Source: an optimization exercise on an open RTL-to-GDS flow (aim: small area). Production flows keep margins and buffers that such runs may drop. The RTL was checked by simulation tests, not by an equivalence proof against the original design.

== job 102 ==
==> module vga_timing, before the edit <==
module vga_timing (
  input  logic       vgaclk,
  input  logic       rst_n,
  output logic [9:0] hc,
  output logic [9:0] vc,        
  output logic       hsync_n,
  output logic       vsync_n,
  output logic       visible
);
  logic vsync_q;    
  logic vvis_q;     
  logic line_end;
  logic hvis;
  assign line_end = (hc == 10'd583);
  always_ff @(posedge vgaclk or negedge rst_n)
  begin
    if (!rst_n)
    begin
      hc      <= 10'd582;         
      vc      <= 10'(-277);       
      vsync_q <= 1'b0;
      vvis_q  <= 1'b0;
    end
    else
    begin
      hc <= (hc == 10'd799) ? 10'd0 : hc + 10'd1;
      if (hc == 10'd479)
        vc <= (vc == 10'd247) ? 10'(-277) : vc + 10'd1;
      if (line_end && (vc == 10'(-275)))
        vsync_q <= 1'b1;
      else if (line_end && (vc == 10'(-273)))
        vsync_q <= 1'b0;
      if (line_end && (vc == 10'(-240)))
        vvis_q <= 1'b1;
      else if (line_end && (vc == 10'd240))
        vvis_q <= 1'b0;
    end
  end
  always_comb
  begin
    hsync_n = !((hc >= 10'd592) && (hc < 10'd688));
    vsync_n = !vsync_q;
    hvis    = (hc >= 10'd736) || (hc < 10'd576);
    visible = hvis && vvis_q;
  end
endmodule
==> flow/config.mk <==
export PLATFORM = sky130hd
export DESIGN_NAME = clock_face_top
export DESIGN_NICKNAME = clock_face_top
export VERILOG_FILES = /design/flow/design.v
export SDC_FILE = /design/flow/constraint.sdc
export NUM_CORES = 4
export LEC_CHECK = 0
export ABC_AREA = 1
export CAP_MARGIN = 0
export CORE_MARGIN = 2
export CORE_UTILIZATION = 62
export CTS_BUF_LIST = sky130_fd_sc_hd__clkbuf_4 sky130_fd_sc_hd__clkbuf_8
export CTS_CLUSTER_DIAMETER = 60
export CTS_CLUSTER_SIZE = 20
export SLEW_MARGIN = 0
==> flow/constraint.sdc <==
create_clock -name core_clock -period 39.7 [get_ports {vgaclk}]
set_input_delay 7.9400 -clock core_clock [delete_from_list [all_inputs] [get_ports {vgaclk}]]
set_output_delay 7.9400 -clock core_clock [all_outputs]
set_load 0.01 [all_outputs]
run.sh (not shown) runs the stock make flow with config.mk's settings and CLKGATE_MAP_FILE= SYNTH_SCRIPT=/design/flow/synth_recipe.tcl, a recipe that flattens the netlist after the stock synthesis.
--- input diff job 102..job 101 ---
--- a/flow/design.v
+++ b/flow/design.v
@@ -34,47 +34,42 @@
   output logic [9:0] hc,
   output logic [9:0] vc,        
   output logic       hsync_n,
   output logic       vsync_n,
   output logic       visible
 );
-  logic vsync_q;    
-  logic vvis_q;     
-  logic line_end;
-  logic hvis;
-  assign line_end = (hc == 10'd583);
+  logic late;
+  logic hvis, vvis;
   always_ff @(posedge vgaclk or negedge rst_n)
   begin
     if (!rst_n)
     begin
-      hc      <= 10'd582;         
-      vc      <= 10'(-277);       
-      vsync_q <= 1'b0;
-      vvis_q  <= 1'b0;
+      hc <= 10'd582;              
+      vc <= 10'(-277);            
     end
     else
     begin
       hc <= (hc == 10'd799) ? 10'd0 : hc + 10'd1;
       if (hc == 10'd479)
         vc <= (vc == 10'd247) ? 10'(-277) : vc + 10'd1;
-      if (line_end && (vc == 10'(-275)))
-        vsync_q <= 1'b1;
-      else if (line_end && (vc == 10'(-273)))
-        vsync_q <= 1'b0;
-      if (line_end && (vc == 10'(-240)))
-        vvis_q <= 1'b1;
-      else if (line_end && (vc == 10'd240))
-        vvis_q <= 1'b0;
     end
   end
   always_comb
   begin
+    late    = (hc >= 10'd480) && (hc < 10'd584);
     hsync_n = !((hc >= 10'd592) && (hc < 10'd688));
-    vsync_n = !vsync_q;
+    if (late)
+      vsync_n = !((vc == 10'(-274)) || (vc == 10'(-273)));
+    else
+      vsync_n = !((vc == 10'(-275)) || (vc == 10'(-274)));
     hvis    = (hc >= 10'd736) || (hc < 10'd576);
-    visible = hvis && vvis_q;
+    if (late)
+      vvis = ($signed(vc) >= -10'sd239) && ($signed(vc) <= 10'sd240);
+    else
+      vvis = ($signed(vc) >= -10'sd240) && ($signed(vc) <= 10'sd239);
+    visible = hvis && vvis;
   end
 endmodule
 module hand_angle (
   input  logic        vgaclk,
   input  logic [16:0] now,         
   input  logic        sample,
--- outcome ---
- In job 101, number of cells traversed by the worst register-to-register path is lower than in job 102.
- Number of flip-flops and latches, job 101 vs job 102: down slightly
- Number of H-tree branching levels came out exactly the same in job 101 and job 102.
- Post-route clock period utilization ends up higher on job 101.
- Job 101 ended up with a lower register fraction of the total cell area than job 102 did.
- Routed wire length: job 102 vs job 101, no meaningful difference
- Compared with job 102, in job 101 maximum frequency lower; arrival time of the worst setup path rose by 0.32 ns; first-pass GRT wire length went up about 0.4%; setup slack saw a decrease.
- Summary of job 101 over job 102: die span in y lower; number of buffers outside the clock class in the layout higher.

-- separate check: timing with driven ports --
No port has a modelled driver above. Below, the same layouts with a new extraction and two added sets of constraints.
Step 1: set_driving_cell puts a clkbuf_16 on vgaclk and a buf_2 on each other input, an assumption about the parent block.
Step 2 also shifts input and output timing later by t, the mid clock arrival at the registers, as if the neighbouring blocks saw the same clock.
a / b / c = ideal ports / drivers / drivers and shift; a / b = the first two.
run | t, ns | setup slack, ns | hold slack, ns | worst slew at a driven data input, ns
job 102 | 0.491 | 26.847 / 26.809 / 27.300 | 0.427 / 0.427 / 0.427 | 0.03
job 101 | 0.476 | 26.526 / 26.485 / 26.960 | 0.445 / 0.445 / 0.445 | 0.03
After both steps every run listed still meets setup and hold.
